This design comes from an exercise in tuning for small area on the open sky130 flow, not from production work. Function was checked by simulation only, so behaviour that the tests miss may differ from the original. Power is estimated from default activity; no workload was simulated.

== before ==
==> flow/design.v <==
module rf_aoi222 (
    input  logic a1, a2, b1, b2, c1, c2,
    output logic y
);
    assign y = ~((a1 & a2) | (b1 & b2) | (c1 & c2));
endmodule
module rf_nand2 (
    input  logic a, b,
    output logic y
);
    assign y = ~(a & b);
endmodule
module rf_nand4 (
    input  logic a, b, c, d,
    output logic y
);
    assign y = ~(a & b & c & d);
endmodule
module rf_ao31 (
    input  logic [31:1] sel,
    input  logic [31:1] d,
    output logic        y
);
    logic [10:0] x;
    logic [2:0]  p;
    for (genvar j = 0; j < 10; j++) begin : g_aoi
        rf_aoi222 u_aoi (
            .a1(sel[3*j+1]), .a2(d[3*j+1]),
            .b1(sel[3*j+2]), .b2(d[3*j+2]),
            .c1(sel[3*j+3]), .c2(d[3*j+3]),
            .y(x[j])
        );
    end
    rf_nand2 u_n31 (.a(sel[31]), .b(d[31]), .y(x[10]));
    rf_nand4 u_p0 (.a(x[0]), .b(x[1]), .c(x[2]), .d(x[3]), .y(p[0]));
    rf_nand4 u_p1 (.a(x[4]), .b(x[5]), .c(x[6]), .d(x[7]), .y(p[1]));
    rf_nor2  u_r  (.a(p[0]), .b(p[1]), .y(p[2]));
    rf_nand4 u_o  (.a(p[2]), .b(x[8]), .c(x[9]), .d(x[10]), .y(y));
endmodule
module rf_nor2 (
    input  logic a, b,
    output logic y
);
    assign y = ~(a | b);
endmodule
module rf_and3 (
    input  logic a, b, c,
    output logic y
);
    assign y = a & b & c;
endmodule
module rf_pre (
    input  logic [4:0] addr,
    output logic [3:0] lo,
    output logic [7:0] hi
);
    for (genvar k = 0; k < 4; k++) begin : g_lo
        assign lo[k] = (addr[1:0] == 2'(k));
    end
    for (genvar k = 0; k < 8; k++) begin : g_hi
        assign hi[k] = (addr[4:2] == 3'(k));
    end
endmodule
module rf_pre_n (
    input  logic [4:0] addr,
    input  logic       en,
    output logic [3:0] lo_n,
    output logic [7:0] hi_n
);
    for (genvar k = 0; k < 4; k++) begin : g_lo
        assign lo_n[k] = ~(en && (addr[1:0] == 2'(k)));
    end
    for (genvar k = 0; k < 8; k++) begin : g_hi
        assign hi_n[k] = ~(addr[4:2] == 3'(k));
    end
endmodule
module rf_bmux (
    input  logic [3:0]  lo,
    input  logic [7:0]  hi,
    input  logic [31:1] busy,
    output logic        y
);
    always_comb begin
        y = 1'b0;
        for (int i = 1; i < 32; i++) y = y | (lo[i % 4] & hi[i / 4] & busy[i]);
    end
endmodule
module rf_cnt (
    input  logic [5:0] cnt,
    input  logic       inc,
    input  logic       dec,
    input  logic       clr,
    output logic [5:0] nxt
);
    assign nxt = clr ? 6'd0 : cnt + 6'(inc) - 6'(dec);
endmodule
module regfile_scoreboard (
    input  logic        clock,
    input  logic        ctrl_reset_n,
    input  logic        ctrl_writeEnable,
    input  logic [4:0]  ctrl_writeReg,
    input  logic [31:0] data_writeReg,
    input  logic [4:0]  ctrl_readRegA,
    input  logic [4:0]  ctrl_readRegB,
    output logic [31:0] data_readRegA,
    output logic [31:0] data_readRegB,
    output logic        busyA,
    output logic        busyB,
    input  logic        ctrl_issueEnable,
    input  logic [4:0]  ctrl_issueReg,
    input  logic        ctrl_flush,
    output logic [5:0]  busy_count,
    output logic        err_doubleIssue
);
    logic [31:0] regs_r [1:31];
    logic [31:1] valid_r;
    logic [31:1] busy_r;
    logic [5:0]  count_r;
    logic [5:0]  count_nxt_s;
    logic        err_r;
    logic [3:0]  wlo_n, ilo_n, alo, blo;
    logic [7:0]  whi_n, ihi_n, ahi, bhi;
    logic [31:1] wsel_s, isel_s, asel_s, bsel_s;
    logic        we_eff_s, iss_eff_s, same_s;
    logic        busy_iss_s, busy_wr_s;
    logic        cnt_set_s, cnt_clr_s, dbl_issue_s;
    rf_pre_n u_wpre (.addr(ctrl_writeReg), .en(ctrl_writeEnable), .lo_n(wlo_n), .hi_n(whi_n));
    rf_pre_n u_ipre (.addr(ctrl_issueReg), .en(ctrl_issueEnable), .lo_n(ilo_n), .hi_n(ihi_n));
    rf_pre   u_apre (.addr(ctrl_readRegA), .lo(alo), .hi(ahi));
    rf_pre   u_bpre (.addr(ctrl_readRegB), .lo(blo), .hi(bhi));
    for (genvar i = 1; i < 32; i++) begin : g_dec
        rf_nor2 u_w (.a(wlo_n[i % 4]), .b(whi_n[i / 4]), .y(wsel_s[i]));
        rf_nor2 u_i (.a(ilo_n[i % 4]), .b(ihi_n[i / 4]), .y(isel_s[i]));
        rf_and3 u_a (.a(alo[i % 4]), .b(ahi[i / 4]), .c(valid_r[i]), .y(asel_s[i]));
        rf_and3 u_b (.a(blo[i % 4]), .b(bhi[i / 4]), .c(valid_r[i]), .y(bsel_s[i]));
    end
    always_ff @(posedge clock) begin
        for (int i = 1; i < 32; i++) begin
            if (wsel_s[i]) regs_r[i] <= data_writeReg;
        end
    end
    always_ff @(posedge clock or negedge ctrl_reset_n) begin
        if (!ctrl_reset_n) begin
            valid_r <= '0;
        end else begin
            valid_r <= valid_r | wsel_s;
        end
    end
    rf_ao31 u_biss (.sel(isel_s), .d(busy_r), .y(busy_iss_s));
    rf_ao31 u_bwr  (.sel(wsel_s), .d(busy_r), .y(busy_wr_s));
    assign we_eff_s    = ctrl_writeEnable && (ctrl_writeReg != 5'd0);
    assign iss_eff_s   = ctrl_issueEnable && (ctrl_issueReg != 5'd0);
    assign same_s      = (ctrl_issueReg == ctrl_writeReg);
    assign cnt_set_s   = iss_eff_s && !busy_iss_s;
    assign cnt_clr_s   = busy_wr_s && !(iss_eff_s && same_s);
    assign dbl_issue_s = busy_iss_s && !(we_eff_s && same_s);
    rf_cnt u_cnt (.cnt(count_r), .inc(cnt_set_s), .dec(cnt_clr_s), .clr(ctrl_flush), .nxt(count_nxt_s));
    always_ff @(posedge clock or negedge ctrl_reset_n) begin
        if (!ctrl_reset_n) begin
            busy_r  <= '0;
            count_r <= '0;
            err_r   <= 1'b0;
        end else begin
            busy_r  <= ctrl_flush ? '0 : (isel_s | (busy_r & ~wsel_s));
            count_r <= count_nxt_s;
            err_r   <= !ctrl_flush && (err_r || dbl_issue_s);
        end
    end
    for (genvar b = 0; b < 32; b++) begin : g_rd
        logic [31:1] col;
        for (genvar i = 1; i < 32; i++) begin : g_col
            assign col[i] = regs_r[i][b];
        end
        rf_ao31 u_a (.sel(asel_s), .d(col), .y(data_readRegA[b]));
        rf_ao31 u_b (.sel(bsel_s), .d(col), .y(data_readRegB[b]));
    end
    rf_bmux u_busya (.lo(alo), .hi(ahi), .busy(busy_r), .y(busyA));
    rf_bmux u_busyb (.lo(blo), .hi(bhi), .busy(busy_r), .y(busyB));
    assign busy_count      = count_r;
    assign err_doubleIssue = err_r;
endmodule
export LEC_CHECK = 0
export CAP_MARGIN = 20
export CORE_MARGIN = 2
export CORE_UTILIZATION = 40
export SETUP_SLACK_MARGIN = 0.2
export SLEW_MARGIN = 20
export SYNTH_HIERARCHICAL = 1
export SYNTH_MINIMUM_KEEP_SIZE = 0
create_clock -name core_clock -period 7.0 [get_ports {clock}]
standard.sh (not shown) runs the stock make flow with config.mk's settings and CLKGATE_MAP_FILE= SYNTH_SCRIPT=/design/flow/synth_recipe.tcl, a recipe that flattens the netlist after the stock synthesis.
==> flow/flow/run.sh <==
#!/bin/bash
set -euo pipefail
export BUFFER_PORTS_ARGS="-buffer_cell sky130_fd_sc_hd__buf_1"
export CTS_ARGS="-sink_clustering_enable -repair_clock_nets -dont_use_dummy_load -sink_clustering_size 16 -sink_clustering_max_diameter 60 -buf_list {sky130_fd_sc_hd__clkbuf_8}"
bash standard.sh finish > flow_make.log 2>&1
Modified inputs, after compared to before
--- a/flow/design.v
+++ b/flow/design.v
@@ -7,17 +7,29 @@
 module rf_nand2 (
     input  logic a, b,
     output logic y
 );
     assign y = ~(a & b);
 endmodule
+module rf_nand3 (
+    input  logic a, b, c,
+    output logic y
+);
+    assign y = ~(a & b & c);
+endmodule
 module rf_nand4 (
     input  logic a, b, c, d,
     output logic y
 );
     assign y = ~(a & b & c & d);
+endmodule
+module rf_or3 (
+    input  logic a, b, c,
+    output logic y
+);
+    assign y = a | b | c;
 endmodule
 module rf_ao31 (
     input  logic [31:1] sel,
     input  logic [31:1] d,
     output logic        y
 );
@@ -29,16 +41,16 @@
             .b1(sel[3*j+2]), .b2(d[3*j+2]),
             .c1(sel[3*j+3]), .c2(d[3*j+3]),
             .y(x[j])
         );
     end
     rf_nand2 u_n31 (.a(sel[31]), .b(d[31]), .y(x[10]));
-    rf_nand4 u_p0 (.a(x[0]), .b(x[1]), .c(x[2]), .d(x[3]), .y(p[0]));
-    rf_nand4 u_p1 (.a(x[4]), .b(x[5]), .c(x[6]), .d(x[7]), .y(p[1]));
-    rf_nor2  u_r  (.a(p[0]), .b(p[1]), .y(p[2]));
-    rf_nand4 u_o  (.a(p[2]), .b(x[8]), .c(x[9]), .d(x[10]), .y(y));
+    rf_nand4 u_p0 (.a(x[0]), .b(x[1]), .c(x[2]),  .d(x[3]), .y(p[0]));
+    rf_nand4 u_p1 (.a(x[4]), .b(x[5]), .c(x[6]),  .d(x[7]), .y(p[1]));
+    rf_nand3 u_p2 (.a(x[8]), .b(x[9]), .c(x[10]),           .y(p[2]));
+    rf_or3   u_o  (.a(p[0]), .b(p[1]), .c(p[2]), .y(y));
 endmodule
 module rf_nor2 (
     input  logic a, b,
     output logic y
 );
     assign y = ~(a | b);
--- outcome ---
- Part of the cycle the worst path needs: after > before
- Diff before..after | fraction of the mapped netlist area in compound gates | negligible
- The length in cells of the worst reg-to-reg path in after sits 1 below the value recorded for before.
- Of the two candidates, before has the better maximum clock frequency and after the worse one.
- Diff before -> after: total via count in the routed design went down; xor/xnor cell area share of the yosys netlist closely matched the old numbers.
- before → after: multi-input gate share of total cell area flat, combinational power up about 7%, total power down 38 uW.
- before -> after: cell count of the worst hold path delta 0, exact match
- For total die area, before and after come out practically identical.


Setup of the baseline:
Another version of the RTL of regfile_scoreboard (not shown whole).
Size: ~3700 cells after synthesis, about 1100 flip-flops, ~130 I/O pins, roughly 40000 um^2 of cells after synthesis.
==> module regfile_scoreboard, before the edit <==
module regfile_scoreboard (
    input  logic        clock,
    input  logic        ctrl_reset_n,
    input  logic        ctrl_writeEnable,
    input  logic [4:0]  ctrl_writeReg,
    input  logic [31:0] data_writeReg,
    input  logic [4:0]  ctrl_readRegA,
    input  logic [4:0]  ctrl_readRegB,
    output logic [31:0] data_readRegA,
    output logic [31:0] data_readRegB,
    output logic        busyA,
    output logic        busyB,
    input  logic        ctrl_issueEnable,
    input  logic [4:0]  ctrl_issueReg,
    input  logic        ctrl_flush,
    output logic [5:0]  busy_count,
    output logic        err_doubleIssue
);
    logic [31:0] regs_r [1:31];
    logic [31:1] valid_r;
    logic [31:1] busy_r;
    logic [5:0]  count_r;
    logic [5:0]  count_nxt_s;
    logic        err_r;
    logic        phase_r;
    logic [31:1] wsel_n_s;
    logic [31:0] wdx_s, wdx_n_s;
    logic [31:0] rawA_s, rawB_s;
    logic        anyA_s, anyB_s, peA_s, peB_s;
    logic [3:0]  wlo, ilo_n, alo, blo;
    logic [7:0]  whi, ihi_n, ahi, bhi;
    logic [31:1] wsel_s, isel_s, asel_s, bsel_s;
    logic        iss_en_s, we_eff_s, iss_eff_s, same_s;
    logic        busy_iss_s, busy_wr_s;
    logic        cnt_set_s, cnt_clr_s, dbl_issue_s;
    assign iss_en_s = ctrl_issueEnable && !ctrl_flush;
    rf_pre_e u_wpre (.addr(ctrl_writeReg), .en(ctrl_writeEnable), .lo(wlo), .hi(whi));
    rf_pre_n u_ipre (.addr(ctrl_issueReg), .en(iss_en_s), .lo_n(ilo_n), .hi_n(ihi_n));
    rf_pre   u_apre (.addr(ctrl_readRegA), .lo(alo), .hi(ahi));
    rf_pre   u_bpre (.addr(ctrl_readRegB), .lo(blo), .hi(bhi));
    for (genvar i = 1; i < 32; i++) begin : g_dec
        rf_and2 u_w (.a(wlo[i % 4]), .b(whi[i / 4]), .y(wsel_s[i]));
        rf_nand2b u_wn (.a(wlo[i % 4]), .b(whi[i / 4]), .y(wsel_n_s[i]));
        rf_nor2 u_i (.a(ilo_n[i % 4]), .b(ihi_n[i / 4]), .y(isel_s[i]));
        rf_and3 u_a (.a(alo[i % 4]), .b(ahi[i / 4]), .c(valid_r[i]), .y(asel_s[i]));
        rf_and3 u_b (.a(blo[i % 4]), .b(bhi[i / 4]), .c(valid_r[i]), .y(bsel_s[i]));
    end
    always_ff @(posedge clock or negedge ctrl_reset_n) begin
        if (!ctrl_reset_n) begin
            phase_r <= 1'b0;
        end else begin
            phase_r <= ~phase_r;
        end
    end
    for (genvar b = 0; b < 32; b++) begin : g_wdx
        rf_xnor2 u_x (.a(data_writeReg[b]), .b(phase_r), .y(wdx_n_s[b]));
        rf_inv   u_i (.a(wdx_n_s[b]), .y(wdx_s[b]));
    end
    for (genvar i = 1; i < 32; i++) begin : g_reg
        for (genvar b = 0; b < 32; b++) begin : g_bit
            logic d_nxt;
            rf_oai22 u_d (.a1(regs_r[i][b]), .a2(wsel_s[i]), .b1(wdx_s[b]), .b2(wsel_n_s[i]), .y(d_nxt));
            always_ff @(posedge clock) begin
                regs_r[i][b] <= d_nxt;
            end
        end
    end
    always_ff @(posedge clock or negedge ctrl_reset_n) begin
        if (!ctrl_reset_n) begin
            valid_r <= '0;
        end else begin
            valid_r <= valid_r | wsel_s;
        end
    end
    rf_ao31 u_biss (.sel(isel_s), .d(busy_r), .y(busy_iss_s));
    rf_ao31 u_bwr  (.sel(wsel_s), .d(busy_r), .y(busy_wr_s));
    assign we_eff_s    = ctrl_writeEnable && (ctrl_writeReg != 5'd0);
    assign iss_eff_s   = ctrl_issueEnable && (ctrl_issueReg != 5'd0);
    assign same_s      = (ctrl_issueReg == ctrl_writeReg);
    assign cnt_set_s   = iss_eff_s && !busy_iss_s;
    assign cnt_clr_s   = busy_wr_s && !(iss_eff_s && same_s);
    assign dbl_issue_s = busy_iss_s && !(we_eff_s && same_s);
    rf_cnt u_cnt (.cnt(count_r), .inc(cnt_set_s), .dec(cnt_clr_s), .clr(ctrl_flush), .nxt(count_nxt_s));
    always_ff @(posedge clock or negedge ctrl_reset_n) begin
        if (!ctrl_reset_n) begin
            busy_r  <= '0;
            count_r <= '0;
            err_r   <= 1'b0;
        end else begin
            busy_r  <= isel_s | (busy_r & ~(wsel_s | {31{ctrl_flush}}));
            count_r <= count_nxt_s;
            err_r   <= !ctrl_flush && (err_r || dbl_issue_s);
        end
    end
    for (genvar b = 0; b < 32; b++) begin : g_rd
        logic [31:1] col;
        for (genvar i = 1; i < 32; i++) begin : g_col
            assign col[i] = regs_r[i][b];
        end
        rf_ao31 u_a (.sel(asel_s), .d(col), .y(rawA_s[b]));
        rf_ao31 u_b (.sel(bsel_s), .d(col), .y(rawB_s[b]));
    end
    rf_bmux u_anya (.lo(alo), .hi(ahi), .busy(valid_r), .y(anyA_s));
    rf_bmux u_anyb (.lo(blo), .hi(bhi), .busy(valid_r), .y(anyB_s));
    rf_and2 u_pea (.a(phase_r), .b(anyA_s), .y(peA_s));
    rf_and2 u_peb (.a(phase_r), .b(anyB_s), .y(peB_s));
    assign data_readRegA = rawA_s ^ {32{peA_s}};
    assign data_readRegB = rawB_s ^ {32{peB_s}};
    rf_bmux u_busya (.lo(alo), .hi(ahi), .busy(busy_r), .y(busyA));
    rf_bmux u_busyb (.lo(blo), .hi(bhi), .busy(busy_r), .y(busyB));
    assign busy_count      = count_r;
    assign err_doubleIssue = err_r;
endmodule
export LEC_CHECK = 0
export CAP_MARGIN = 20
export CORE_MARGIN = 2
export CORE_UTILIZATION = 55
export GPL_TIMING_DRIVEN = 0
export SETUP_SLACK_MARGIN = 0.2
export SLEW_MARGIN = 20
export SYNTH_HIERARCHICAL = 1
export SYNTH_MINIMUM_KEEP_SIZE = 0
create_clock -name core_clock -period 7.0 [get_ports {clock}]
==> flow/flow/run.sh <==
#!/bin/bash
set -euo pipefail
export BUFFER_PORTS_ARGS="-buffer_cell sky130_fd_sc_hd__buf_1"
export PRE_GLOBAL_PLACE_TCL="$PWD/flow/upsize.tcl"
export CTS_ARGS="-sink_clustering_enable -repair_clock_nets -dont_use_dummy_load -sink_clustering_size 16 -sink_clustering_max_diameter 60 -buf_list {sky130_fd_sc_hd__clkbuf_8}"
bash standard.sh finish > flow_make.log 2>&1
==> flow/flow/upsize.tcl <==
# Run before global placement (PRE_GLOBAL_PLACE_TCL): give the drivers of the
# register file's wide nets (write enables in both polarities, read selects,
# write data and phase corrections, each with 31 or more loads) a drive
# strength that can carry the net without the resizer adding a buffer after a
# minimum-size gate.
set upsize_map {
  sky130_fd_sc_hd__and2_1 sky130_fd_sc_hd__and2_4
  sky130_fd_sc_hd__and3_1 sky130_fd_sc_hd__and3_2
  sky130_fd_sc_hd__nand2_1 sky130_fd_sc_hd__nand2_2
  sky130_fd_sc_hd__inv_1 sky130_fd_sc_hd__inv_2
}
set n_up 0
foreach inst [get_cells *] {
  set ref [get_property $inst ref_name]
  if { ![dict exists $upsize_map $ref] } { continue }
  set fanout 0
  foreach pin [get_pins -of_objects $inst] {
    if { [get_property $pin direction] eq "output" } {
      set net [get_nets -of_objects $pin]
      set fanout [llength [get_pins -of_objects $net -filter "direction==input"]]
    }
  }
  if { $fanout >= 24 } {
    replace_cell $inst [dict get $upsize_map $ref]
    incr n_up
  }
}
puts "upsize.tcl: resized $n_up select drivers"
The following lists how the candidate was set up differently from the baseline:
--- a/flow/design.v
+++ b/flow/design.v
@@ -237,12 +237,12 @@
             assign col[i] = regs_r[i][b];
         end
         rf_ao31 u_a (.sel(asel_s), .d(col), .y(rawA_s[b]));
         rf_ao31 u_b (.sel(bsel_s), .d(col), .y(rawB_s[b]));
     end
-    rf_bmux u_anya (.lo(alo), .hi(ahi), .busy(valid_r), .y(anyA_s));
-    rf_bmux u_anyb (.lo(blo), .hi(bhi), .busy(valid_r), .y(anyB_s));
+    assign anyA_s = |asel_s;
+    assign anyB_s = |bsel_s;
     rf_and2 u_pea (.a(phase_r), .b(anyA_s), .y(peA_s));
     rf_and2 u_peb (.a(phase_r), .b(anyB_s), .y(peB_s));
     assign data_readRegA = rawA_s ^ {32{peA_s}};
     assign data_readRegB = rawB_s ^ {32{peB_s}};
     rf_bmux u_busya (.lo(alo), .hi(ahi), .busy(busy_r), .y(busyA));
[summary]
- Relative to the baseline, the share of cells above drive strength 1 of the candidate is higher by 0.21 points.
- Number of non-clock buffers in the layout delta for the candidate relative to the baseline: about 3.2% lower
- Comparing instance count of the mapped netlist for the baseline and the candidate, the bigger number came from the baseline.
- On final wirelength: between the baseline and the candidate, it ends up lower for the candidate.
- Relative to the baseline, full die area decreased by 460 um^2 in the candidate.
- Total stage count of the critical path: the candidate vs the baseline down 2
- [compare] base=the baseline new=the candidate: count of buffer and inverter cells on the critical path saw a decrease; met1 demand-to-capacity share in global routing saw a decrease; hold slack saw a decrease.
- The candidate: all stages complete, timing, DRC and antenna checks passed
- Looking at the reports, the baseline completed the entire flow and the layout it produced met the timing, DRC and antenna checks.
- Summary — leakage power summed over all cells, the candidate relative to the baseline: lower, by about 1.2%.
- The candidate reports a lower global router's overall resource usage than the baseline does.

## static timing again, ports no longer ideal
The flow's constraints put no driver on any port. The routed layouts listed below were extracted and timed again, unchanged, in two steps.
Step 1 sets driving cells, clkbuf_16 on the clock port and buf_2 on the other inputs (assumed; they add their load-dependent delay and slew).
Step 2 also shifts input and output timing later by t, the mid clock arrival at the registers, as if the neighbouring blocks saw the same clock.
Three values: no drivers, after step 1, after step 2; two values: the first two.
| run | t (ns) | setup slack, ns | slew at the worst register clock pin (ns) |
|---|---|---|---|
| before | 0.785 | 1.003 / 0.980 / 0.980 | 0.11 / 0.11 |
| after | 0.772 | 0.864 / 0.835 / 0.835 | 0.11 / 0.11 |
| the baseline | 0.832 | 0.190 / 0.169 / 0.169 | 0.11 / 0.11 |
| the candidate | 0.779 | 0.095 / 0.076 / 0.076 | 0.11 / 0.11 |
After both steps every run listed still meets setup and hold. The setup slack of after, which loses most, moves by -0.029 ns with the drivers and by -0.029 ns with both steps.
